From an optimization exercise on the open Yosys and OpenROAD flow, aimed at small area; shortcuts taken in it are not production practice.
RTL that was checked went through simulation tests only; none was proved equivalent to the original.
Only the layout flow was run in run 4; the RTL was not checked for function there.
No driver is modelled on the clock port, so clocking that relies on it looks cheaper here than on a real chip.

==> flow/design.v <==
`timescale 1ns/1ps
`default_nettype none
package car_video_pkg;
  typedef logic signed [18-1:0] world_coord_t;
  typedef logic [12-1:0] screen_count_t;
  typedef logic [3:0] color_idx_t;
  typedef struct packed {
    logic [7:0] red;
    logic [7:0] green;
    logic [7:0] blue;
  } rgb_t;
  typedef logic [9:0] tmds_word_t;
  typedef logic [7:0] apb_addr_t;
  typedef logic [31:0] apb_data_t;
  localparam color_idx_t COLOR_BLACK  = 4'h0;
  localparam color_idx_t COLOR_GRAY   = 4'h1;
  localparam color_idx_t COLOR_WHITE  = 4'h2;
  localparam color_idx_t COLOR_RED    = 4'h3;
  localparam color_idx_t COLOR_PINK   = 4'h4;
  localparam color_idx_t COLOR_DBROWN = 4'h5;
  localparam color_idx_t COLOR_BROWN  = 4'h6;
  localparam color_idx_t COLOR_ORANGE = 4'h7;
  localparam color_idx_t COLOR_YELLOW = 4'h8;
  localparam color_idx_t COLOR_DGREEN = 4'h9;
  localparam color_idx_t COLOR_GREEN  = 4'hA;
  localparam color_idx_t COLOR_LGREEN = 4'hB;
  localparam color_idx_t COLOR_PURPLE = 4'hC;
  localparam color_idx_t COLOR_DBLUE  = 4'hD;
  localparam color_idx_t COLOR_BLUE   = 4'hE;
  localparam color_idx_t COLOR_LBLUE  = 4'hF;
endpackage
`default_nettype wire
`timescale 1ns/1ps
`default_nettype none
module video_timing (
  input wire clk_100mhz,
  input wire sys_rst,
  output logic [10:0] hpos,
  output logic [9:0] ypos,
  output logic hsync_d,
  output logic vsync_d,
  output logic active_d,
  output logic new_frame
);
  localparam int H_TOTAL  = 1280 + 110 + 40 + 220;
  localparam int V_TOTAL  = 720 + 5 + 5 + 20;
  localparam int HS_START = 1280 + 110;
  localparam int HS_END   = HS_START + 40;
  localparam int LAT      = 3;
  function automatic [9:0] yv(input int v);
    yv = 10'(720 - v);
  endfunction
  function automatic [10:0] inc11(input logic [10:0] v);
    logic c;
    c = 1'b1;
    for (int i = 0; i < 11; i++) begin
      inc11[i] = v[i] ^ c;
      c = c & v[i];
    end
  endfunction
  function automatic [9:0] dec10(input logic [9:0] v);
    logic b;
    b = 1'b1;
    for (int i = 0; i < 10; i++) begin
      dec10[i] = v[i] ^ b;
      b = b & ~v[i];
    end
  endfunction
  logic h_last, y_last, y_blank;
  assign h_last = (hpos == 11'(H_TOTAL));
  assign y_last = (ypos == yv(V_TOTAL - 1));
  always_ff @(posedge clk_100mhz) begin
    if (sys_rst) begin
      hpos <= 11'd1;
      ypos <= yv(0);
    end else if (h_last) begin
      hpos <= 11'd1;
      ypos <= y_last ? yv(0) : dec10(ypos);
    end else begin
      hpos <= inc11(hpos);
    end
  end
  assign y_blank = (ypos == 10'd0) || (&ypos[9:5]);
  logic h_ge_lat;
  assign h_ge_lat  = (hpos >= 11'(LAT + 1));
  assign hsync_d   = (hpos >= 11'(HS_START + LAT + 1)) && (hpos < 11'(HS_END + LAT + 1));
  assign active_d  = h_ge_lat && (hpos < 11'(1280 + LAT + 1)) && !y_blank;
  assign vsync_d   = h_ge_lat
                   ? ((ypos >= yv(720 + 5 + 5 - 1)) && (ypos <= yv(720 + 5)))
                   : ((ypos >= yv(720 + 5 + 5)) && (ypos <= yv(720 + 5 + 1)));
  always_ff @(posedge clk_100mhz) begin
    new_frame <= !sys_rst && (hpos == 11'(1280)) && (ypos == yv(720));
  end
endmodule
`default_nettype wire
`timescale 1ns/1ps
`default_nettype none
module scene_regs (
  input wire clk_100mhz,
  input wire sys_rst,
  input wire psel,
  input wire penable,
  input wire pwrite,
  input wire [7:0] paddr,
  input wire [31:0] pwdata,
  input wire [3:0] btn,
  input wire new_frame,
  input wire [17:0] pan_x,      
  input wire [17:0] pan_y,      
  output logic [31:0] prdata,
  output logic pready,
  output logic pslverr,
  output logic signed [17:0] camera_x,
  output logic signed [17:0] camera_y,
  output logic [17:0] car_x_n,    
  output logic [17:0] car_y_n,    
  output logic [17:0] body_w_n,    
  output logic [17:0] body_h_n,    
  output logic [17:0] wheel_r_n,    
  output logic [3:0] bg_color
);
  logic access, addr_ok, wr;
  logic [7:0] sel;
  logic [17:0] wdata;
  logic [17:0] rd;
  assign access  = psel && penable;
  assign addr_ok = (paddr[7:5] == 3'd0) && (paddr[1:0] == 2'd0);
  assign wr      = access && pwrite && addr_ok;
  assign pready  = 1'b1;
  assign pslverr = access && !addr_ok;
  assign wdata   = pwdata[17:0];
  always_comb begin
    sel = '0;
    sel[paddr[4:2]] = 1'b1;
  end
  always_comb begin
    case (paddr[4:2])
      3'd0: rd = camera_x;
      3'd1: rd = camera_y;
      3'd2: rd = ~car_x_n;
      3'd3: rd = ~car_y_n;
      3'd4: rd = ~body_w_n;
      3'd5: rd = ~body_h_n;
      3'd6: rd = ~wheel_r_n;
      default: rd = {14'd0, bg_color};
    endcase
  end
  assign prdata = (access && !pwrite && addr_ok) ? {{14{rd[17]}}, rd} : 32'd0;
  logic pan_x_en, pan_y_en;
  assign pan_x_en = new_frame && (btn[3] || btn[2]);
  assign pan_y_en = new_frame && !btn[3] && !btn[2] && (btn[1] || btn[0]);
  function automatic [17:0] with_rst(input logic [17:0] v, input logic [17:0] r);
    with_rst = sys_rst ? r : v;
  endfunction
  logic [7:0] ld;
  assign ld = {8{sys_rst}} | ({8{wr}} & sel);
  always_ff @(posedge clk_100mhz) begin
    if (ld[0] || pan_x_en) camera_x <= ld[0] ? with_rst(wdata, 18'(0)) : pan_x;
    if (ld[1] || pan_y_en) camera_y <= ld[1] ? with_rst(wdata, 18'(0)) : pan_y;
    if (ld[2]) car_x_n <= ~with_rst(wdata, 18'(500));
    if (ld[3]) car_y_n <= ~with_rst(wdata, 18'(300));
    if (ld[4]) body_w_n <= ~with_rst(wdata, 18'(200));
    if (ld[5]) body_h_n <= ~with_rst(wdata, 18'(100));
    if (ld[6]) wheel_r_n <= ~with_rst(wdata, 18'(25));
    if (ld[7]) bg_color <= sys_rst ? 4'hF : pwdata[3:0];
  end
endmodule
`default_nettype wire
`timescale 1ns/1ps
`default_nettype none
module car_renderer (
  input wire [10:0] hpos,     
  input wire [9:0] ypos,      
  input wire signed [17:0] camera_x,
  input wire signed [17:0] camera_y,
  input wire [17:0] car_x_n,
  input wire [17:0] car_y_n,
  input wire [17:0] body_w_n,
  input wire [17:0] body_h_n,
  input wire [17:0] wheel_r_n,
  input wire [3:0] bg_color,
  input wire new_frame,
  input wire [3:0] btn,
  output logic [3:0] idx,
  output logic [17:0] pan_x,     
  output logic [17:0] pan_y      
);
  localparam logic [3:0] BLACK = 4'h0;
  localparam logic [3:0] RED   = 4'h3;
  localparam logic [3:0] BROWN = 4'h6;
  function automatic [18:0] add19(input logic [18:0] a, input logic [18:0] b, input logic cin);
    logic c;
    c = cin;
    for (int i = 0; i < 19; i++) begin
      add19[i] = a[i] ^ b[i] ^ c;
      c = (a[i] & b[i]) | (c & (a[i] ^ b[i]));
    end
  endfunction
  function automatic [18:0] sx(input logic [17:0] v);
    sx = {v[17], v};
  endfunction
  function automatic near_neg(input logic [18:0] z);
    near_neg = (&z[18:2]) && (z[1:0] != 2'b00);
  endfunction
  function automatic [1:0] wheel_axis(input logic [17:0] d, input logic [17:0] r_n,
                                      input logic [18:0] a, input logic [18:0] b);
    logic s, dmin, ins, edg;
    s    = d[17];
    dmin = s && (d[16:0] == 17'd0);
    if (dmin) begin                       
      ins = (r_n != ~18'h20000);
      edg = (r_n == ~18'h20003);
    end else if (!s) begin                
      ins = a[18];
      edg = near_neg(a);
    end else begin                        
      ins = !b[18] && (b != 19'd0);
      edg = (b[18:2] == 17'd0) && (b[1:0] != 2'b00);
    end
    wheel_axis = {ins, edg};
  endfunction
  logic [17:0] dx, dy;
  logic [18:0] dxw, dyh;        
  logic [18:0] ax1, bx1, ax2, bx2, ay, by;
  logic [1:0] wx1, wx2, wy;
  logic in_w1, in_w2, in_body, w_edge, b_edge;
  localparam logic [17:0] PAN_X_OP = 18'(-(1280 + 1));
  localparam logic [17:0] PAN_UP   = 18'(5 - 1);    
  localparam logic [17:0] PAN_DN   = 18'(-5 - 1);
  logic [17:0] car_x_op, car_y_op, r_op, bh_op;
  assign car_x_op = new_frame ? PAN_X_OP : car_x_n;
  assign car_y_op = new_frame ? 18'd0 : car_y_n;
  assign r_op     = !new_frame ? wheel_r_n : btn[3] ? PAN_DN : PAN_UP;
  assign bh_op    = !new_frame ? body_h_n : btn[1] ? PAN_DN : PAN_UP;
  assign dx  = 18'(add19(add19(sx(camera_x), sx(car_x_op), 1'b0), {8'd0, hpos}, 1'b0));
  assign dy  = 18'(add19(add19(sx(camera_y), sx(car_y_op), 1'b0), {9'd0, ypos}, 1'b0));
  assign dxw = add19(sx(dx), sx(body_w_n), 1'b1);
  assign dyh = add19(sx(dy), sx(bh_op), 1'b1);
  assign ax1 = add19(sx(dx), sx(r_op), 1'b1);              
  assign bx1 = add19(sx(dx), ~sx(wheel_r_n), 1'b0);        
  assign ax2 = add19(sx(dxw[17:0]), sx(wheel_r_n), 1'b1);  
  assign bx2 = add19(sx(dxw[17:0]), ~sx(wheel_r_n), 1'b0);
  assign ay  = add19(sx(dy), sx(wheel_r_n), 1'b1);
  assign by  = add19(sx(dy), ~sx(wheel_r_n), 1'b0);
  assign pan_x = ax1[17:0];
  assign pan_y = dyh[17:0];
  assign wx1 = wheel_axis(dx, wheel_r_n, ax1, bx1);
  assign wx2 = wheel_axis(dxw[17:0], wheel_r_n, ax2, bx2);
  assign wy  = wheel_axis(dy, wheel_r_n, ay, by);
  assign in_w1   = wx1[1] && wy[1];
  assign in_w2   = wx2[1] && wy[1];
  assign w_edge  = wy[0] || (in_w1 ? wx1[0] : wx2[0]);
  assign in_body = !dx[17] && dxw[18] && !dy[17] && dyh[18];
  assign b_edge  = ((dx[17:2] == 16'd0) && (dx[1:0] != 2'b11)) || near_neg(dxw) ||
                   ((dy[17:2] == 16'd0) && (dy[1:0] != 2'b11)) || near_neg(dyh);
  always_comb begin
    if (in_w1 || in_w2)   idx = w_edge ? BLACK : BROWN;
    else if (in_body)     idx = b_edge ? BLACK : RED;
    else                  idx = bg_color;
  end
endmodule
`default_nettype wire
`timescale 1ns/1ps
`default_nettype none
module tmds_encoder #(
  parameter int CH = 0   
) (
  input wire [3:0] idx,
  input wire signed [3:0] disp,
  output logic [9:0] word,
  output logic signed [3:0] next_disp
);
  logic [8:0] q_m;
  logic b_zero, b_neg;           
  logic [3:0] m_step;            
  logic inv;
  if (CH == 0) begin : g_ch0
    assign q_m[0] = 16'h81fc >> idx;
    assign q_m[1] = 16'h01bc >> idx;
    assign q_m[2] = 16'h819c >> idx;
    assign q_m[3] = 16'h81dc >> idx;
    assign q_m[4] = 16'h89dc >> idx;
    assign q_m[5] = 16'h89fc >> idx;
    assign q_m[6] = 16'h89dc >> idx;
    assign q_m[7] = 16'h119e >> idx;
    assign q_m[8] = 16'hfe63 >> idx;
    assign b_zero = 16'h0000 >> idx;
    assign b_neg = 16'h7e23 >> idx;
    assign m_step[0] = 16'he79d >> idx;
    assign m_step[1] = 16'h6fbd >> idx;
    assign m_step[2] = 16'h1822 >> idx;
    assign m_step[3] = 16'h7e23 >> idx;
  end
  if (CH == 1) begin : g_ch1
    assign q_m[0] = 16'h05e4 >> idx;
    assign q_m[1] = 16'h05c4 >> idx;
    assign q_m[2] = 16'h0704 >> idx;
    assign q_m[3] = 16'h0704 >> idx;
    assign q_m[4] = 16'h8f04 >> idx;
    assign q_m[5] = 16'h0d84 >> idx;
    assign q_m[6] = 16'h0ff4 >> idx;
    assign q_m[7] = 16'h0f66 >> idx;
    assign q_m[8] = 16'h72fb >> idx;
    assign b_zero = 16'h08c0 >> idx;
    assign b_neg = 16'hf03b >> idx;
    assign m_step[0] = 16'h7dcd >> idx;
    assign m_step[1] = 16'h7ded >> idx;
    assign m_step[2] = 16'h88f2 >> idx;
    assign m_step[3] = 16'hf8fb >> idx;
  end
  if (CH == 2) begin : g_ch2
    assign q_m[0] = 16'he074 >> idx;
    assign q_m[1] = 16'hc034 >> idx;
    assign q_m[2] = 16'h4024 >> idx;
    assign q_m[3] = 16'h6024 >> idx;
    assign q_m[4] = 16'he874 >> idx;
    assign q_m[5] = 16'he844 >> idx;
    assign q_m[6] = 16'he844 >> idx;
    assign q_m[7] = 16'hd046 >> idx;
    assign q_m[8] = 16'h3feb >> idx;
    assign b_zero = 16'h0000 >> idx;
    assign b_neg = 16'h1f9b >> idx;
    assign m_step[0] = 16'hc78d >> idx;
    assign m_step[1] = 16'h4f9d >> idx;
    assign m_step[2] = 16'h1812 >> idx;
    assign m_step[3] = 16'h1f9b >> idx;
  end
  function automatic [3:0] add4(input logic [3:0] a, input logic [3:0] b, input logic cin);
    logic c;
    c = cin;
    for (int i = 0; i < 4; i++) begin
      add4[i] = a[i] ^ b[i] ^ c;
      c = (a[i] & b[i]) | (c & (a[i] ^ b[i]));
    end
  endfunction
  assign inv       = ((disp == 4'sd0) || b_zero) ? !q_m[8] : (disp[3] == b_neg);
  assign next_disp = $signed(add4(disp, m_step ^ {4{inv}}, q_m[8]));
  assign word = {inv, q_m[8], q_m[7:0] ^ {8{inv}}};
endmodule
`default_nettype wire
`timescale 1ns/1ps
`default_nettype none
module car_video_top #(
  parameter int H_ACTIVE = 1280,
  parameter int H_FRONT  = 110,
  parameter int H_SYNC   = 40,
  parameter int H_BACK   = 220,
  parameter int V_ACTIVE = 720,
  parameter int V_FRONT  = 5,
  parameter int V_SYNC   = 5,
  parameter int V_BACK   = 20
) (
  input wire clk_100mhz,
  input wire sys_rst,
  input wire psel,
  input wire penable,
  input wire pwrite,
  input wire car_video_pkg::apb_addr_t paddr,
  input wire car_video_pkg::apb_data_t pwdata,
  output car_video_pkg::apb_data_t prdata,
  output logic pready,
  output logic pslverr,
  input wire [3:0] btn,
  output car_video_pkg::tmds_word_t tmds_red,
  output car_video_pkg::tmds_word_t tmds_green,
  output car_video_pkg::tmds_word_t tmds_blue
);
  logic [10:0] hpos;
  logic [9:0] ypos;
  logic hsync_d, vsync_d, active_d, new_frame;
  logic signed [17:0] camera_x, camera_y;
  logic [17:0] car_x_n, car_y_n, body_w_n, body_h_n, wheel_r_n;
  logic [3:0] bg_color;
  logic [17:0] pan_x, pan_y;
  logic [3:0] idx, idx_q1, idx_q2, idx_q3;
  logic rst_q3;
  logic signed [3:0] disp_r, disp_g, disp_b;
  logic signed [3:0] next_r, next_g, next_b;
  logic [9:0] word_r, word_g, word_b;
  video_timing i_video_timing (
    .clk_100mhz(clk_100mhz), .sys_rst(sys_rst),
    .hpos(hpos), .ypos(ypos),
    .hsync_d(hsync_d), .vsync_d(vsync_d), .active_d(active_d), .new_frame(new_frame)
  );
  scene_regs i_scene_regs (
    .clk_100mhz(clk_100mhz), .sys_rst(sys_rst),
    .psel(psel), .penable(penable), .pwrite(pwrite), .paddr(paddr), .pwdata(pwdata),
    .btn(btn), .new_frame(new_frame), .pan_x(pan_x), .pan_y(pan_y),
    .prdata(prdata), .pready(pready), .pslverr(pslverr),
    .camera_x(camera_x), .camera_y(camera_y), .car_x_n(car_x_n), .car_y_n(car_y_n),
    .body_w_n(body_w_n), .body_h_n(body_h_n), .wheel_r_n(wheel_r_n), .bg_color(bg_color)
  );
  car_renderer i_car_renderer (
    .hpos(hpos), .ypos(ypos),
    .camera_x(camera_x), .camera_y(camera_y), .car_x_n(car_x_n), .car_y_n(car_y_n),
    .body_w_n(body_w_n), .body_h_n(body_h_n), .wheel_r_n(wheel_r_n), .bg_color(bg_color),
    .new_frame(new_frame), .btn(btn), .idx(idx), .pan_x(pan_x), .pan_y(pan_y)
  );
  always_ff @(posedge clk_100mhz) begin
    idx_q1 <= idx;
    idx_q2 <= idx_q1;
    idx_q3 <= idx_q2;
    rst_q3 <= sys_rst;
    disp_r <= active_d ? next_r : 4'sd0;
    disp_g <= active_d ? next_g : 4'sd0;
    disp_b <= active_d ? next_b : 4'sd0;
  end
  tmds_encoder #(.CH(0)) i_tmds_red   (.idx(idx_q3), .disp(disp_r), .word(word_r), .next_disp(next_r));
  tmds_encoder #(.CH(1)) i_tmds_green (.idx(idx_q3), .disp(disp_g), .word(word_g), .next_disp(next_g));
  tmds_encoder #(.CH(2)) i_tmds_blue  (.idx(idx_q3), .disp(disp_b), .word(word_b), .next_disp(next_b));
  localparam logic [9:0] CTRL_00 = 10'b1101010100;
  localparam logic [9:0] CTRL_01 = 10'b0010101011;
  localparam logic [9:0] CTRL_10 = 10'b0101010100;
  localparam logic [9:0] CTRL_11 = 10'b1010101011;
  logic [9:0] ctrl_b;
  always_comb begin
    case ({vsync_d, hsync_d})
      2'b00:   ctrl_b = CTRL_00;
      2'b01:   ctrl_b = CTRL_01;
      2'b10:   ctrl_b = CTRL_10;
      default: ctrl_b = CTRL_11;
    endcase
  end
  assign tmds_red   = active_d ? word_r : rst_q3 ? 10'd0 : CTRL_00;
  assign tmds_green = active_d ? word_g : rst_q3 ? 10'd0 : CTRL_00;
  assign tmds_blue  = active_d ? word_b : rst_q3 ? 10'd0 : ctrl_b;
endmodule
`default_nettype wire
==> flow/flow/run.sh <==
#!/bin/bash
# The standard layout (standard.sh) with these changes:
#  - synthesis maps the logic with an area-oriented ABC script (flow/abc_area.script) in
#    place of ORFS's speed script; the rest of the synthesis script is ORFS's, unchanged,
#    so the registers are those of the standard synthesis
#  - after synthesis, full adders are flipped where that saves inverters (a full adder
#    with all inputs and outputs inverted is the same adder: flow/polfix.py); the result
#    is kept only if a SAT miter proves it equal to the synthesized netlist
#    (flow/check_equiv.sh); flip-flops are not touched
#  - port buffers are sky130_fd_sc_hd__buf_1 instead of the resizer's default pick
#  - the buffers ABC put in are removed at floorplan (repair_design re-buffers as needed)
#  - clock tree synthesis inserts no dummy loads, and clock buffers driving 12 or more
#    flip-flops are then swapped for clkbuf_16 (flow/post_cts.tcl) to keep clock slew low
set -euo pipefail
here=$PWD
res="$here/orfs/results/sky130hd/car_video_top/base"
rm -rf "$here/scripts_synth"
cp -r "$FLOW_HOME/scripts" "$here/scripts_synth"
cp "$here/flow/abc_area.script" "$here/scripts_synth/abc_speed.script"
SCRIPTS_DIR="$here/scripts_synth" bash standard.sh "$res/1_2_yosys.v" > synth.log 2>&1
cp "$res/1_2_yosys.v" "$here/yosys_abc.v"
if python3 "$here/flow/polfix.py" "$here/yosys_abc.v" "$here/yosys_polfix.v" > polfix.log 2>&1 &&
   bash "$here/flow/check_equiv.sh" "$here/yosys_abc.v" "$here/yosys_polfix.v" > check_equiv.log 2>&1; then
  echo "polarity fix proven equal; using it" >> polfix.log
  cp "$here/yosys_polfix.v" "$res/1_2_yosys.v"
else
  echo "polarity fix not used" >> polfix.log
fi
export BUFFER_PORTS_ARGS="-buffer_cell sky130_fd_sc_hd__buf_1"
export REMOVE_ABC_BUFFERS=1
export CTS_ARGS="-sink_clustering_enable -repair_clock_nets -dont_use_dummy_load -buf_list sky130_fd_sc_hd__clkbuf_8"
export POST_CTS_TCL="$here/flow/post_cts.tcl"
bash standard.sh > standard.log 2>&1
==> flow/flow/abc_area.script <==
strash
&get -n
&st
&syn2
&dch
&nf -R 1000
&st
&syn2
&dch
&nf -R 1000
&put
topo
==> flow/flow/check_equiv.sh <==
#!/bin/bash
# usage: check_equiv.sh before.v after.v
# Proves two mapped netlists with the same flip-flops equivalent: the flip-flops are cut
# into ports (cutff.py) and a SAT miter proves every output and flip-flop input equal.
set -euo pipefail
d=$(cd "$(dirname "$0")" && pwd)
LIB=$FLOW_HOME/platforms/sky130hd/lib/sky130_fd_sc_hd__tt_025C_1v80.lib
python3 "$d/cutff.py" "$1" eq_gold.v
python3 "$d/cutff.py" "$2" eq_gate.v
for x in gold gate; do
  yosys -p "read_liberty -ignore_miss_func $LIB; read_verilog -overwrite $d/fa_models.v; read_verilog eq_$x.v; hierarchy -top car_video_top; flatten; proc; opt_clean; rename car_video_top $x; write_rtlil eq_$x.il" > "eq_$x.log" 2>&1
done
yosys -p "read_rtlil eq_gold.il; read_rtlil eq_gate.il; miter -equiv -flatten -make_outputs gold gate miter; hierarchy -top miter; sat -verify -prove trigger 0 -timeout 1200 miter" > eq_sat.log 2>&1
==> flow/flow/cutff.py <==
#!/usr/bin/env python3
# Replace flip-flop instances by ports (Q -> input, D/DE -> outputs) so that two netlists
# with the same flip-flops can be compared combinationally.  usage: cutff.py in.v out.v
import re, sys
src = open(sys.argv[1]).read()
m = re.search(r'^module\s+(\S+)\s*\((.*?)\);', src, re.M | re.S)
cell_re = re.compile(r'\n(\s*)(sky130_fd_sc_hd__(?:e?df\w+))\s+(\\\S+\s|\S+)\s*\((.*?)\);', re.S)
newports = []; decls = []; assigns = []
def repl(mm):
    typ, name, body = mm.group(2), mm.group(3).strip(), mm.group(4)
    pins = dict((p, n.strip()) for p, n in re.findall(r'\.(\w+)\s*\(\s*(.*?)\s*\)\s*(?:,|$)', body, re.S))
    key = re.sub(r'[^A-Za-z0-9_]', '_', name)
    def esc(n): return n + ' ' if n.startswith('\\') else n
    for p, n in pins.items():
        if p == 'CLK':
            continue
        if p in ('Q', 'Q_N'):
            pn = f'ffq_{key}_{p}'
            newports.append(pn); decls.append(f'  input {pn};')
            assigns.append(f'  assign {esc(n)} = {pn};')
        else:
            pn = f'ffd_{key}_{p}'
            newports.append(pn); decls.append(f'  output {pn};')
            assigns.append(f'  assign {pn} = {esc(n)};')
    return '\n'
body = cell_re.sub(repl, src[m.end():])
hdr = src[:m.start(2)] + m.group(2) + ', ' + ', '.join(newports) + src[m.end(2):m.end()]
body = '\n' + '\n'.join(decls) + '\n' + '\n'.join(assigns) + '\n' + body
open(sys.argv[2], 'w').write(hdr + body)
==> flow/flow/fa_models.v <==
module sky130_fd_sc_hd__fa_1(input A, input B, input CIN, output COUT, output SUM);
  assign SUM = A ^ B ^ CIN;
  assign COUT = (A & B) | (A & CIN) | (B & CIN);
endmodule
module sky130_fd_sc_hd__fa_2(input A, input B, input CIN, output COUT, output SUM);
  assign SUM = A ^ B ^ CIN;
  assign COUT = (A & B) | (A & CIN) | (B & CIN);
endmodule
module sky130_fd_sc_hd__ha_1(input A, input B, output COUT, output SUM);
  assign SUM = A ^ B;
  assign COUT = A & B;
endmodule
module sky130_fd_sc_hd__ha_2(input A, input B, output COUT, output SUM);
  assign SUM = A ^ B;
  assign COUT = A & B;
endmodule
==> flow/flow/polfix.py <==
#!/usr/bin/env python3
"""Full-adder polarity optimisation on a mapped sky130 netlist.

A full adder is self-dual: FA(~a,~b,~c) = (~cout, ~sum).  So a full adder whose inputs
are inverted can take the uninverted signals instead and give inverted outputs.  This pass
chooses for each full adder whether to flip it so that the fewest inverters are needed,
then rewrites the netlist: every inverter that only served polarity is removed and one
inverter is put back for each signal that is still needed in the other polarity.
Flip-flops and all other cells are left as they are.

usage: polfix.py in.v out.v
"""
import re, sys, random

INV_RE = re.compile(r'sky130_fd_sc_hd__(clk)?inv_\d+$')
FA_RE = re.compile(r'sky130_fd_sc_hd__fa_\d+$')
INV_CELL = 'sky130_fd_sc_hd__clkinv_1'

src = open(sys.argv[1]).read()
m = re.search(r'^module\s+(\S+)\s*\(', src, re.M)
body_start = src.index(';', m.end()) + 1
body_end = src.rindex('endmodule')
head, body, tail = src[:body_start], src[body_start:body_end], src[body_end:]

# split body into statements
stmts = []
for st in re.finditer(r'\s*(.*?;)', body, re.S):
    stmts.append(st.group(1))

cell_re = re.compile(r'^(\S+)\s+(\\\S+\s|\S+)\s*\((.*)\)\s*;$', re.S)
pin_re = re.compile(r'\.(\w+)\s*\(\s*(.*?)\s*\)\s*(?:,|$)', re.S)

cells = []      # dict(type, name, pins(list of [pin, net]), idx)
others = []     # non-cell statements (decls, assigns), kept verbatim
order = []
for s in stmts:
    if s.startswith(('input', 'output', 'wire', 'reg', 'assign', 'inout')):
        order.append(('stmt', s))
        continue
    cm = cell_re.match(s)
    if not cm:
        order.append(('stmt', s))
        continue
    typ, name, pinstr = cm.group(1), cm.group(2).strip(), cm.group(3)
    pins = [[p, n.strip()] for p, n in pin_re.findall(pinstr)]
    c = dict(type=typ, name=name, pins=pins)
    cells.append(c)
    order.append(('cell', c))

OUT_PINS = {'Y', 'X', 'Q', 'Q_N', 'COUT', 'SUM', 'HI', 'LO'}
def norm(n):
    return n.strip()

# nets used by assigns or ports: keep their polarity/driver untouched
port_nets = set()
for kind, s in order:
    if kind == 'stmt' and s.startswith(('assign', 'output', 'input', 'inout')):
        for tok in re.findall(r'\\\S+|[A-Za-z_][\w$]*(?:\s*\[\d+\])?', s):
            port_nets.add(tok.strip())
def is_port(n):
    base = re.sub(r'\s*\[\d+(:\d+)?\]$', '', n.strip())
    return n.strip() in port_nets or base in port_nets

driver = {}
for c in cells:
    for p, n in c['pins']:
        if p in OUT_PINS:
            driver[n] = (c, p)

invs = [c for c in cells if INV_RE.match(c['type'])]
fas = [c for c in cells if FA_RE.match(c['type'])]
# inverters whose output is a port or an assign operand stay as ordinary cells
removable = set()
for c in invs:
    y = dict(c['pins'])['Y']
    if not is_port(y):
        removable.add(id(c))

def base_of(n):
    par = 0
    seen = 0
    while n in driver and id(driver[n][0]) in removable and seen < 100:
        n = dict(driver[n][0]['pins'])['A']
        par ^= 1
        seen += 1
    return n, par

fa_ok = []
for c in fas:
    outs = [n for p, n in c['pins'] if p in ('COUT', 'SUM')]
    fa_ok.append(not any(is_port(n) for n in outs))

# consumers: (cell, pin index, base, parity, fa index or None)
fa_index = {id(c): i for i, c in enumerate(fas)}
uses = {}   # base -> list of [fa_idx or None, parity]
cons = []
for c in cells:
    if id(c) in removable:
        continue
    for k, (p, n) in enumerate(c['pins']):
        if p in OUT_PINS or p == 'CLK':
            continue
        b, par = base_of(n)
        fi = fa_index.get(id(c))
        cons.append((c, k, b, par, fi))
        uses.setdefault(b, []).append((fi, par))
# ports / assigns reading an inverted net through a removable inverter
for n in list(driver):
    if is_port(n) and id(driver[n][0]) in removable:
        pass  # excluded above: removable inverters never drive ports
for kind, s in order:
    if kind == 'stmt' and s.startswith('assign'):
        for tok in re.findall(r'\\\S+|[A-Za-z_][\w$]*(?:\s*\[\d+\])?', s.split('=', 1)[1]):
            b, par = base_of(tok.strip())
            uses.setdefault(b, []).append((None, par))

drv_fa = {}
for i, c in enumerate(fas):
    for p, n in c['pins']:
        if p in ('COUT', 'SUM'):
            drv_fa[n] = i

def cost_base(b, flip):
    avail = flip[drv_fa[b]] if b in drv_fa else 0
    for fi, par in uses.get(b, []):
        need = par ^ (flip[fi] if fi is not None else 0)
        if need != avail:
            return 1
    return 0

# bases touched by each FA
touch = [set() for _ in fas]
for b, lst in uses.items():
    for fi, par in lst:
        if fi is not None:
            touch[fi].add(b)
for b, fi in drv_fa.items():
    touch[fi].add(b)

flip = [0] * len(fas)
def total(fl):
    return sum(cost_base(b, fl) for b in uses)
best = total(flip)
start = best
orig_inv = len(removable)
rng = random.Random(1)
improved = True
while improved:
    improved = False
    idxs = list(range(len(fas)))
    rng.shuffle(idxs)
    for i in idxs:
        if not fa_ok[i]:
            continue
        before = sum(cost_base(b, flip) for b in touch[i])
        flip[i] ^= 1
        after = sum(cost_base(b, flip) for b in touch[i])
        if after < before:
            improved = True
        else:
            flip[i] ^= 1
# simulated annealing over single flips, keeping the best
import math
cur = total(flip); bestv = cur; bestf = flip[:]
T = 2.0
for it in range(200000):
    i = rng.randrange(len(fas))
    if not fa_ok[i]:
        continue
    before = sum(cost_base(b, flip) for b in touch[i])
    flip[i] ^= 1
    after = sum(cost_base(b, flip) for b in touch[i])
    d = after - before
    if d <= 0 or rng.random() < math.exp(-d / T):
        cur += d
        if cur < bestv:
            bestv = cur; bestf = flip[:]
    else:
        flip[i] ^= 1
    T = max(0.05, 2.0 * (1 - it / 200000))
flip = bestf
import os
if os.environ.get('NOFLIP'): flip = [0]*len(fas)
final = total(flip)
sys.stderr.write(f"removable inverters {orig_inv}, polarity cost before {start}, after {final}, flipped {sum(flip)}\n")

# ---- rewrite
newcells = []
k = 0
def fresh(prefix):
    global k
    k += 1
    return f'\\pol_{prefix}_{k} '
phys = {}   # (base, polarity) -> net name
for b in uses:
    avail = flip[drv_fa[b]] if b in drv_fa else 0
    if avail == 0:
        phys[(b, 0)] = b
    else:
        phys[(b, 1)] = fresh('n')
    if cost_base(b, flip):
        other = 1 - avail
        if other == 0:
            phys[(b, 0)] = b
        else:
            phys[(b, 1)] = fresh('i')
        newcells.append(dict(type=INV_CELL, name=fresh('inv').strip() + ' ',
                             pins=[['A', phys[(b, avail)]], ['Y', phys[(b, other)]]]))
# FA outputs of flipped adders go to the inverted-polarity nets
for i, c in enumerate(fas):
    if flip[i]:
        for pin in c['pins']:
            if pin[0] in ('COUT', 'SUM'):
                b = pin[1]
                if b in uses:
                    pin[1] = phys[(b, 1)]
                else:
                    pin[1] = fresh('u')
for c, kk, b, par, fi in cons:
    need = par ^ (flip[fi] if fi is not None else 0)
    c['pins'][kk][1] = phys[(b, need)]

out = [head]
decl = set()
for (b, pol), n in phys.items():
    if n != b:
        decl.add(n)
for c in fas:
    for p, n in c['pins']:
        if n.startswith('\\pol_'):
            decl.add(n)
for n in sorted(decl):
    out.append(f'\n  wire {n};')
def esc(n):
    return n + ' ' if n.startswith('\\') and not n.endswith(' ') else n
def emit_cell(c):
    pins = ',\n'.join(f'    .{p}({esc(n)})' for p, n in c['pins'])
    return f'\n  {c["type"]} {c["name"]} (\n{pins}\n  );'
for kind, s in order:
    if kind == 'stmt':
        out.append('\n  ' + s)
    else:
        if id(s) in removable:
            continue
        out.append(emit_cell(s))
for c in newcells:
    out.append(emit_cell(c))
out.append('\n' + tail)
open(sys.argv[2], 'w').write(''.join(out))
==> flow/flow/post_cts.tcl <==
set n_up 0
foreach inst [[ord::get_db_block] getInsts] {
  if {[[$inst getMaster] getName] ne "sky130_fd_sc_hd__clkbuf_8"} { continue }
  set net [[$inst findITerm X] getNet]
  if {$net eq "NULL"} { continue }
  set loads [expr {[llength [$net getITerms]] - 1}]
  if {$loads >= 12} {
    replace_cell [get_cells [$inst getName]] sky130_fd_sc_hd__clkbuf_16
    incr n_up
  }
}
puts "post_cts: upsized $n_up clock buffers"
if {$n_up > 0} {
  estimate_parasitics -placement
  detailed_placement
  check_placement -verbose
}
==> flow/standard.sh <==
#!/bin/bash
# synth_recipe.tcl (not shown) runs the flow's synth.tcl, then flattens the netlist and writes it again
# the make line also repeats each setting of config.mk as NAME=value (left out here)
make -C /OpenROAD-flow-scripts/flow DESIGN_CONFIG=/design/flow/config.mk WORK_HOME=/design/flow/orfs CLKGATE_MAP_FILE= SYNTH_SCRIPT=/design/flow/synth_recipe.tcl "${@:-finish}"
==> flow/config.mk <==
export PLATFORM = sky130hd
export DESIGN_NAME = car_video_top
export DESIGN_NICKNAME = car_video_top
export VERILOG_FILES = /design/flow/design.v
export SDC_FILE = /design/flow/constraint.sdc
export NUM_CORES = 4
export LEC_CHECK = 0
export CAP_MARGIN = 10
export CORE_MARGIN = 2
export CORE_UTILIZATION = 65
export CTS_BUF_LIST = sky130_fd_sc_hd__clkbuf_8
export GPL_TIMING_DRIVEN = 0
export PLACE_DENSITY = 0.8
export SETUP_SLACK_MARGIN = 0.8
export SLEW_MARGIN = 10
==> flow/constraint.sdc <==
create_clock -name core_clock -period 13.4 [get_ports {clk_100mhz}]
set_input_delay 2.6800 -clock core_clock [delete_from_list [all_inputs] [get_ports {clk_100mhz}]]
set_output_delay 2.6800 -clock core_clock [all_outputs]
set_load 0.01 [all_outputs]
==> impl_metrics.py, run 1 <==
metrics = {
    "run_status": {
        "status": "complete, no violations",
    },
    "final_layout": {
        "multiInputGateArea_sq_um": 8526,
        "drive_gt1_share_pct": 2.372,
        "fillers": 1529,
        "antenna_cells": 0,
        "seq_area_sq_um": 4848,
        "nNetsFinal": 1656,
        "syn_to_final_growth_pct": 7.413,
    },
    "timing": {
        "rsz0062_at_grt": "false",
        "post-route-period-util_pct": 90.20,
        "worst_slack_ps": 1313,
        "fin_crit_ps": 12090,
        "hold_viol": 0,
        "worst_pin_slew_ps": 1282,
        "setup_violations": 0,
        "slew_headroom_pct": 14.53,
        "maxSlewViolCount": 0,
        "fmax_mhz": 82.73,
        "clock_skew_ps": 12.70,
    },
    "routing": {
        "drc": 0,
        "drt_wl_total_um": 40510,
        "vias": 10720,
        "ant_nets": 0,
        "detail_route.vias_per_cell": 6.599,
        "wl_per_cell_um": 24.94,
        "drt_pass1_iterations": 6,
        "drt_iter0_markers": 1246,
    },
    "placement": {
        "dp_hpwl_um": 30060,
        "dp_slack_ps": 31.03,
        "io_buffers": 97,
        "place_congestion": 0.9580,
    },
    "floorplanning": {
        "core_area_sq_um": 21020,
        "pin_count": 113,
        "rows": 53,
        "die_area_sq_um": 22640,
        "start_util_pct": 66.32,
        "die_width_um": 150.5,
        "dieHeight_um": 150.5,
    },
    "setup_path": {
        "worstPathArrival_ps": 12430,
        "rrSetupSlack_ps": 1310,
        "critPathMostFrequentCell": "fa_1",
        "critPathKind": "reg -> reg",
        "crit_path_top_delay_cell": "fa_1",
        "required_ps": 13740,
        "crit_path_end_kind": "flop",
        "cp-start-kind": "flop",
        "path_max_fanout": 29,
        "max_stage_delay_ps": 760,
    },
    "clocking": {
        "clkLatencyLatePin_ps": 410,
        "cts.clk_slew.worst_paths_ps": 60,
        "cts_sinks": 177,
        "tritoncts": "done",
    },
    "logic_synthesis": {
        "syn-instance-count": 1244,
        "synthesis.area_sq_um": 13940,
        "yosysWarnings": 7,
        "avgSynthCellArea_sq_um": 11.21,
    },
    "grt": {
        "grt.overflow.total": 0,
        "grt_pass1_vias": 10980,
        "grt_first_pass_wirelength_um": 62240,
        "antenna_found_initial": 0,
        "grt_usage_pct": 38.07,
        "grt_start_max_net_pins": 50,
    },
    "job": {
        "max_cap_violations": 0,
    },
    "min_path": {
        "hold_class": "reg -> reg",
    },
}
routing by layer:
layer	track usage, %	wire length (um)
met1	48.62	14510
met2	63.05	19890
met3	8.758	4356
met4	16.08	1741
met5	0	0
registers in the layout (all words and copies together), names as in the netlist:
register and count:
i_scene_regs.body_w_n 18, i_video_timing.ypos 10, idx_q3 4, i_scene_regs.camera_y 18, i_video_timing.new_frame 1, disp_g 4, disp_b 4, i_scene_regs.car_x_n 18
i_scene_regs.body_h_n 18, rst_q3 1, i_scene_regs.wheel_r_n 18, i_scene_regs.car_y_n 18, i_scene_regs.camera_x 18, i_scene_regs.bg_color 4, i_video_timing.hpos 11, idx_q2 4
disp_r 4, idx_q1 4
final cells by class:
class	count	share of cell area, %
Multi-Input combinational cell	924	56.93
Sequential cell	177	32.38
Inverter	127	3.233
Clock buffer	17	2.314
Tap cell	275	2.298
Timing Repair Buffer	104	2.849
worst max-delay path, delay by kind of cell (launching register included):
kind	cells	cell delay, ps
DFF	1	480
and+or+nand+nor	7	1630
adders and majority gates	21	9490
AOI/OAI and AO/OA	2	380
cell usage in the layout (no fill, tap or decap), drive strengths merged, types with 3 or more instances in the layout:
cell / instances
fa: 197
edfxtp: 130
clkinv: 126
buf: 104
nor2: 91
a21oi: 85
nand2: 85
ha: 59
o22ai: 50
o21ai: 48
dfxtp: 47
nor4: 32
xnor2: 31
nand2b: 26
a22oi: 22
or2: 20
nor3: 19
nand4: 19
clkbuf: 17
nand3: 14
a211oi: 13
and2: 12
xor2: 11
nor2b: 10
a21o: 9
o211ai: 7
or4: 5
nor4b: 5
and3: 5
a31oi: 5
o221ai: 5
o221a: 4
a2111oi: 4
o2111ai: 3
a311oi: 3
o31ai: 3
o41ai: 3
worst paths after layout:
kind,cells past startpoint,endpoint,from
setup / recovery,30,idx_q1[3],i_video_timing.new_frame
hold / removal,0,idx_q3[1],idx_q2[1]
setup reg to reg,30,idx_q1[3],i_video_timing.new_frame
hold reg to reg,0,idx_q3[1],idx_q2[1]
per-stage QoR:
| step | hold slack (ps) | setup TNS, ps | instances | util, % | area, sq um |
|---|---|---|---|---|---|
| finish | 329.0 | 0 | 1624 | 71.24 | 14980 |
| global placement | 310.5 | -1820 | 1600 | 69.12 | 14530 |
| global route | 335.9 | 0 | 1624 | 71.24 | 14980 |
| detailed placement | 315.8 | 0 | 1607 | 69.51 | 14610 |
| floorplan | 309.6 | 0 | 1228 | - | 13820 |
==> inputs of run 2 (changes only) <==
--- a/flow/flow/run.sh
+++ b/flow/flow/run.sh
@@ -11,3 +11,3 @@
 #  - the buffers ABC put in are removed at floorplan (repair_design re-buffers as needed)
-#  - clock tree synthesis inserts no dummy loads, and clock buffers driving 12 or more
+#  - clock tree synthesis inserts no dummy loads, and clock buffers driving 16 or more
 #    flip-flops are then swapped for clkbuf_16 (flow/post_cts.tcl) to keep clock slew low
--- a/flow/flow/post_cts.tcl
+++ b/flow/flow/post_cts.tcl
@@ -6,3 +6,3 @@
   set loads [expr {[llength [$net getITerms]] - 1}]
-  if {$loads >= 12} {
+  if {$loads >= 16} {
     replace_cell [get_cells [$inst getName]] sky130_fd_sc_hd__clkbuf_16
--- a/flow/config.mk
+++ b/flow/config.mk
@@ -9,6 +9,6 @@
 export CORE_MARGIN = 2
-export CORE_UTILIZATION = 65
+export CORE_UTILIZATION = 78
 export CTS_BUF_LIST = sky130_fd_sc_hd__clkbuf_8
 export GPL_TIMING_DRIVEN = 0
-export PLACE_DENSITY = 0.8
+export PLACE_DENSITY = 0.88
 export SETUP_SLACK_MARGIN = 0.8
==> run 2 against run 1 <==
Net effect: still clean on timing, DRC and antenna; core utilization increased by 14 points; global-route usage rose by 8.3 points; critical endpoint is now idx_q1[1]; highest routed layer unchanged.
==> impl_metrics.py, run 2 <==
metrics = {
    "placement": {
        "place_congestion": 1.053,
        "io_buffers": 97,
        "dp_hpwl_um": 30130,
        "postPlaceCellArea_sq_um": 14550,
        "dp_slack_ps": 246.3,
        "place_inst": 1557,
    },
    "min_path": {
        "min_delay_path_depth": 0,
        "min_from": "idx_q2[2]",
        "hold_end": "idx_q3[2]",
        "hold_class": "reg -> reg",
    },
    "clocking": {
        "clkLatencyLatePin_ps": 410,
        "cts_sinks": 177,
        "tritoncts": "done",
        "cts.clk_slew.worst_paths_ps": 100,
    },
    "setup_path": {
        "worstPathArrival_ps": 12520,
        "crit_path_top_delay_cell": "fa_1",
        "reg2reg_to": "idx_q1[1]",
        "critPathKind": "reg -> reg",
        "required_ps": 13740,
        "cp-start-kind": "flop",
        "crit_path_end_kind": "flop",
        "rrSetupSlack_ps": 1220,
        "reg2regPathDepth": 30,
        "rr_startpoint": "i_video_timing.new_frame",
        "path_max_fanout": 29,
        "critPathMostFrequentCell": "fa_1",
        "max_stage_delay_ps": 740,
    },
    "routing": {
        "dr_wl_met3_um": 5397,
        "ant_nets": 0,
        "drt_pass1_iterations": 6,
        "wl_per_cell_um": 26.15,
        "met1_length_um": 13290,
        "met2_length_um": 19890,
        "drc": 0,
        "topRoutingLayerUsed": "met4",
        "drt_wl_total_um": 41170,
        "vias": 11200,
        "drt_iter0_markers": 1502,
        "detail_route.vias_per_cell": 7.115,
    },
    "floorplanning": {
        "rows": 48,
        "die_width_um": 137.7,
        "pin_count": 113,
        "dieHeight_um": 137.7,
        "start_util_pct": 80.33,
        "core_area_sq_um": 17360,
        "die_area_sq_um": 18960,
    },
    "final_layout": {
        "fillers": 938,
        "final_area_sq_um": 14840,
        "antenna_cells": 0,
        "fin_util_pct": 85.51,
        "stdcell_count": 1574,
        "layout_commonest_cell": "fa_1",
        "drive_gt1_share_pct": 2.446,
        "nNetsFinal": 1656,
        "syn_to_final_growth_pct": 6.452,
        "layout_common_cells": "fa_1 (197), edfxtp_1 (130), clkinv_1 (126)",
    },
    "grt": {
        "grt.overflow.total": 0,
        "grt_usage_pct": 46.35,
        "grt_start_max_net_pins": 50,
        "grt_pass1_vias": 11440,
        "grt_first_pass_wirelength_um": 62380,
        "antenna_found_initial": 0,
    },
    "logic_synthesis": {
        "synthesis.area_sq_um": 13940,
        "syn-instance-count": 1244,
        "yosysWarnings": 7,
        "avgSynthCellArea_sq_um": 11.21,
    },
    "timing": {
        "fmax_mhz": 82.10,
        "rsz0062_at_grt": "false",
        "worst_pin_slew_ps": 1291,
        "clock_skew_ps": 29.47,
        "slew_headroom_pct": 13.96,
        "worst_slack_ps": 1220,
        "post-route-period-util_pct": 90.89,
        "fin_crit_ps": 12180,
        "hold_viol": 0,
        "setup_violations": 0,
        "maxSlewViolCount": 0,
    },
    "job": {
        "max_cap_violations": 0,
    },
    "run_status": {
        "status": "complete, no violations",
    },
}
[run 2: worst max-delay path by stage]
stage                                         from        end  slack, ps  cells past startpoint
after detailed placement  i_video_timing.new_frame  idx_q1[1]        250                     30
after global routing      i_video_timing.new_frame  idx_q1[3]        800                     30
after global placement    i_video_timing.new_frame  idx_q1[1]       -310                     30
final                     i_video_timing.new_frame  idx_q1[1]       1220                     30
after floorplan           i_video_timing.new_frame  idx_q1[1]       1930                     30
[run 2: per-layer routing]
| layer | vias to the layer above | track usage (%) |
|---|---|---|
| met5 | - | 0 |
| met4 | 0 | 26.47 |
| met3 | 227 | 14.94 |
| met2 | 977 | 75.57 |
| met1 | 5388 | 54.57 |
| li1 | 4607 | - |
[run 2: area by class of cell]
| type | count | area (sq um) | area share [%] |
|---|---|---|---|
| Clock buffer | 17 | 267.8 | 1.804 |
| Inverter | 127 | 481.7 | 3.246 |
| Multi-Input combinational cell | 924 | 8533 | 57.49 |
| Sequential cell | 177 | 4848 | 32.67 |
| Tap cell | 225 | 281.5 | 1.897 |
| Timing Repair Buffer | 104 | 429.2 | 2.892 |
[run 2: critical path, delay by kind of cell (launching register included)]
family | cells | cell delay (ps)
fa+ha+maj | 21 | 9530
simple gates | 6 | 1550
flops | 1 | 490
compound gates | 3 | 500
[run 2: through the flow]
stage               TNS (ps)  hold slack, ps
floorplan                  0           309.6
global placement      -707.6           309.6
detailed placement         0           312.1
global route               0           332.2
finish                     0           324.7
==> inputs of run 3 (changes only) <==
--- a/flow/design.v
+++ b/flow/design.v
@@ -71,11 +71,14 @@
   assign y_last = (ypos == yv(V_TOTAL - 1));
+  localparam logic [9:0] Y_RST = yv(0);
+  logic [9:0] ypos_q;
+  assign ypos = ypos_q ^ Y_RST;
   always_ff @(posedge clk_100mhz) begin
     if (sys_rst) begin
-      hpos <= 11'd1;
-      ypos <= yv(0);
+      hpos   <= 11'd1;
+      ypos_q <= '0;
     end else if (h_last) begin
-      hpos <= 11'd1;
-      ypos <= y_last ? yv(0) : dec10(ypos);
+      hpos   <= 11'd1;
+      ypos_q <= y_last ? 10'd0 : (dec10(ypos) ^ Y_RST);
     end else begin
-      hpos <= inc11(hpos);
+      hpos   <= inc11(hpos);
     end
==> run 3 against run 2 <==
Net effect: synthesized cell count shrank 0.16%; count of clock-buffer cells in the layout is the same; via count grew 5.5%; setup slack lost 140 ps; wire length grew 10%; first-iteration DRC count grew 10%; core utilization shrank 0.26 points; clock skew is essentially flat; global-route usage grew 4.4 points.
==> impl_metrics.py, run 3 <==
metrics = {
    "timing": {
        "rsz0062_at_grt": "false",
        "hold_viol": 0,
        "worst_pin_slew_ps": 1377,
        "post-route-period-util_pct": 91.92,
        "maxSlewViolCount": 0,
        "fin_crit_ps": 12320,
        "fmax_mhz": 81.19,
        "slew_headroom_pct": 8.199,
        "clock_skew_ps": 29.74,
        "setup_violations": 0,
    },
    "floorplanning": {
        "pin_count": 113,
        "die_width_um": 137.9,
        "die_area_sq_um": 19010,
        "dieHeight_um": 137.9,
        "core_area_sq_um": 17420,
        "start_util_pct": 80.25,
        "rows": 48,
    },
    "placement": {
        "io_buffers": 97,
        "dp_hpwl_um": 31470,
        "place_inst": 1553,
        "place_congestion": 1.032,
    },
    "routing": {
        "detail_route.vias_per_cell": 7.522,
        "vias": 11810,
        "drc": 0,
        "drt_wl_total_um": 45410,
        "drt_pass1_iterations": 8,
        "wl_per_cell_um": 28.92,
        "drt_iter0_markers": 1654,
        "ant_nets": 0,
    },
    "setup_path": {
        "cp-endpoint": "idx_q1[1]",
        "rr_startpoint": "i_video_timing.new_frame",
        "required_ps": 13680,
        "path_max_fanout": 28,
        "critPathMostFrequentCell": "fa_1",
        "crit_path_end_kind": "flop",
        "reg2regPathDepth": 31,
        "critPathKind": "reg -> reg",
        "rrSetupSlack_ps": 1080,
        "crit_path_top_delay_cell": "fa_1",
        "worstPathArrival_ps": 12600,
        "max_stage_delay_ps": 710,
        "reg2reg_to": "idx_q1[1]",
        "cp-start-kind": "flop",
        "startpoint": "i_video_timing.new_frame",
    },
    "final_layout": {
        "fin_util_pct": 85.25,
        "seq_area_sq_um": 4848,
        "stdcell_count": 1570,
        "syn_to_final_growth_pct": 6.230,
        "drive_gt1_share_pct": 2.379,
        "layout_commonest_cell": "fa_1",
        "nNetsFinal": 1652,
        "layout_common_cells": "fa_1 (197), edfxtp_1 (130), clkinv_1 (126)",
        "antenna_cells": 0,
        "fillers": 935,
        "multiInputGateArea_sq_um": 8569,
    },
    "grt": {
        "busiest_layer": "met2",
        "use_met2_pct": 73.54,
        "met3_usage_pct": 22.59,
        "grt_pass1_vias": 11830,
        "grt.overflow.total": 0,
        "grt_usage_pct": 50.79,
        "grt_start_max_net_pins": 51,
        "grt_first_pass_wirelength_um": 68190,
        "met1_usage_pct": 64.42,
        "antenna_found_initial": 0,
    },
    "logic_synthesis": {
        "yosysWarnings": 7,
        "synthesis.area_sq_um": 13980,
        "syn-instance-count": 1242,
        "avgSynthCellArea_sq_um": 11.25,
    },
    "job": {
        "max_cap_violations": 0,
    },
    "clocking": {
        "cts.clk_slew.worst_paths_ps": 90,
        "cts_sinks": 177,
        "tritoncts": "done",
        "clkLatencyLatePin_ps": 410,
    },
    "run_status": {
        "status": "complete, no violations",
    },
    "min_path": {
        "hold_class": "reg -> reg",
    },
}
[run 3: worst min path at each step]
stage                   start         to  slack (ps)  depth (start not counted)
floorplan           idx_q1[0]  idx_q2[0]         310                          0
global placement    idx_q1[3]  idx_q2[3]         310                          0
detailed placement  idx_q2[0]  idx_q3[0]         310                          0
global route        idx_q1[3]  idx_q2[3]         310                          0
finish              idx_q1[3]  idx_q2[3]         310                          0
[run 3: stage by stage]
stage	hold slack [ps]	setup WS, ps	setup TNS, ps	area (sq um)
after floorplan	309.6	1907	0	13860
after global placement	310.8	-317.5	-1133	14500
after detailed placement	312.1	297.9	0	14570
after global routing	305.2	833.6	0	14850
final	309.3	1083	0	14850
[run 3: critical path, delay by kind of cell, from the launching register on]
kind                     cells  cell delay [ps]
adder cells (fa/ha/maj)     21             9450
AND/OR/NAND/NOR              6             1240
AO/OA/AOI/OAI                4              800
flip-flops                   1              680
[run 3: layer usage]
metal / up-vias / routed length (um)
met5: - / 0
met4: 0 / 3277
met3: 330 / 7918
met2: 1296 / 19590
met1: 5571 / 14620
li1: 4613 / -
[run 3: final cells by class]
cell class	instances	share of cell area, %
multi-input combinational	922	57.71
clock buffer	17	1.727
inverter	127	3.261
timing repair buffer	102	2.747
tap	225	1.896
sequential	177	32.65
==> inputs of run 4 (changes only) <==
--- a/flow/design.v
+++ b/flow/design.v
@@ -71,4 +71,7 @@
   assign y_last = (ypos == yv(V_TOTAL - 1));
-  localparam logic [9:0] Y_RST = yv(0);
-  logic [9:0] ypos_q;
+  localparam logic [10:0] H_RST = 11'd1;
+  localparam logic [9:0]  Y_RST = yv(0);
+  logic [10:0] hpos_q;
+  logic [9:0]  ypos_q;
+  assign hpos = hpos_q ^ H_RST;
   assign ypos = ypos_q ^ Y_RST;
@@ -76,9 +79,9 @@
     if (sys_rst) begin
-      hpos   <= 11'd1;
+      hpos_q <= '0;
       ypos_q <= '0;
     end else if (h_last) begin
-      hpos   <= 11'd1;
+      hpos_q <= '0;
       ypos_q <= y_last ? 10'd0 : (dec10(ypos) ^ Y_RST);
     end else begin
-      hpos   <= inc11(hpos);
+      hpos_q <= inc11(hpos) ^ H_RST;
     end
==> run 4 against run 3 <==
Net effect: core utilization shrank 1.4 points; die area grew 0.52%; area after synthesis grew 0.54%; critical path type unchanged; highest routed layer is now met5.
==> impl_metrics.py, run 4 <==
metrics = {
    "placement": {
        "place_congestion": 1.038,
        "io_buffers": 97,
        "dp_hpwl_um": 32210,
        "postPlaceCellArea_sq_um": 14660,
    },
    "setup_path": {
        "cp-start-kind": "flop",
        "crit_path_top_delay_cell": "dfxtp_4",
        "required_ps": 13690,
        "crit_path_end_kind": "flop",
        "critPathKind": "reg -> reg",
        "path_max_fanout": 29,
        "critPathMostFrequentCell": "fa_1",
        "rr_startpoint": "i_video_timing.new_frame",
        "startpoint": "i_video_timing.new_frame",
        "worstPathArrival_ps": 12550,
        "max_stage_delay_ps": 660,
    },
    "min_path": {
        "min_from": "idx_q1[3]",
        "hold_class": "reg -> reg",
    },
    "grt": {
        "antenna_found_initial": 0,
        "grt_start_max_net_pins": 50,
        "grt_usage_pct": 48.99,
        "grt.overflow.total": 0,
        "grt_first_pass_wirelength_um": 69180,
        "grt_pass1_vias": 11950,
    },
    "routing": {
        "drt_wl_total_um": 45430,
        "detail_route.vias_per_cell": 7.384,
        "wl_per_cell_um": 28.44,
        "drt_iter0_markers": 1904,
        "drt_pass1_iterations": 6,
        "drc": 0,
        "vias": 11790,
        "ant_nets": 0,
    },
    "timing": {
        "setup_violations": 0,
        "post-route-period-util_pct": 91.50,
        "fin_tns_setup_ps": 0,
        "fmax_mhz": 81.56,
        "hold_viol": 0,
        "worst_pin_slew_ps": 1401,
        "clock_skew_ps": 32.83,
        "rsz0062_at_grt": "false",
        "fin_crit_ps": 12260,
        "maxSlewViolCount": 0,
        "slew_headroom_pct": 6.575,
    },
    "final_layout": {
        "layout_commonest_cell": "fa_1",
        "layout_common_cells": "fa_1 (197), clkinv_1 (132), edfxtp_1 (130)",
        "fillers": 1004,
        "nNetsFinal": 1675,
        "syn_to_final_growth_pct": 6.402,
        "drive_gt1_share_pct": 2.339,
        "final_area_sq_um": 14950,
        "antenna_cells": 0,
        "seq_area_sq_um": 4848,
        "multiInputGateArea_sq_um": 8637,
    },
    "floorplanning": {
        "die_width_um": 138.2,
        "pin_count": 113,
        "rows": 49,
        "dieHeight_um": 138.2,
        "core_area_sq_um": 17840,
        "start_util_pct": 78.76,
        "die_area_sq_um": 19100,
    },
    "job": {
        "max_cap_violations": 0,
    },
    "clocking": {
        "cts.clk_slew.worst_paths_ps": 90,
        "cts_sinks": 177,
        "clkLatencyLatePin_ps": 400,
        "tritoncts": "done",
    },
    "logic_synthesis": {
        "yosysWarnings": 7,
        "synthesis.area_sq_um": 14050,
        "avgSynthCellArea_sq_um": 11.11,
        "syn-instance-count": 1265,
    },
    "run_status": {
        "status": "complete, no violations",
    },
}
==> run 4: path summary, 6_finish.rpt <==
path / slack (ps) / end / cells past startpoint
worst min-delay path: 300 / idx_q2[3] / 0
worst max register to register: 1140 / idx_q1[0] / 31
worst max-delay path: 1140 / idx_q1[0] / 31
worst min register to register: 300 / idx_q2[3] / 0
==> run 4: area by class of cell <==
| class | count | share of cell area, % |
|---|---|---|
| flip-flops and latches | 177 | 32.43 |
| clock buffers | 17 | 1.791 |
| inverters | 133 | 3.372 |
| multi-input cells | 939 | 57.77 |
| well taps | 229 | 1.916 |
| repair buffers | 102 | 2.728 |
==> run 4: per-layer routing <==
metal  global-route usage, %  share of wire (%)
met1                   65.64                 33
met2                   71.96                 44
met3                   18.32                 17
met4                   23.90                6.2
met5                       0              0.079
==> run 4: critical path, delay by kind of cell, from the launching register on <==
kind / cells / cell delay [ps]
flip-flops: 1 / 660
AND/OR/NAND/NOR: 7 / 1460
adder cells (fa/ha/maj): 21 / 9500
AO/OA/AOI/OAI: 3 / 510
==> run 4: stage by stage <==
step	util [%]	worst slack, ps	hold slack (ps)	cells
finish	83.81	1139	298.0	1597
global route	83.81	827.4	310.4	1597
detailed placement	82.19	289.9	312.1	1580
floorplan	-	1962	309.6	1249
global placement	81.74	-223.7	312.3	1575

[separate check: timing with driven ports]
How much do the figures lean on ideal ports? The routed layouts below were timed once more, with nothing changed but the port constraints.
Step 1 (the two cells are an assumption about what drives the block):
set clk [get_ports {clk_100mhz}]
set_driving_cell -lib_cell sky130_fd_sc_hd__clkbuf_16 $clk
set_driving_cell -lib_cell sky130_fd_sc_hd__buf_2 [delete_from_list [all_inputs] $clk]
Step 2 adds t to the input delays and takes it off the output delays; t is the mean of the earliest and latest rising clock arrival at the registers after step 1. Input paths then give back, and output paths get back, about the clock's delay inside the block.
Slacks: ideal ports / drivers / drivers and shift; pairs: ideal ports / drivers.
| run | shift t [ns] | setup slack, ns | worst hold slack (ns) |
|---|---|---|---|
| run 1 | 0.456 | 1.313 / 1.313 / 1.313 | 0.329 / 0.329 / 0.329 |
| run 2 | 0.444 | 1.220 / 1.220 / 1.220 | 0.325 / 0.325 / 0.325 |
| run 3 | 0.442 | 1.083 / 1.083 / 1.083 | 0.309 / 0.309 / 0.309 |
| run 4 | 0.440 | 1.139 / 1.139 / 1.072 | 0.298 / 0.298 / 0.298 |
After both steps every run listed still meets setup and hold. For run 4, which loses most, drivers alone change the setup slack by 0.000 ns; drivers and shift together by -0.067 ns.
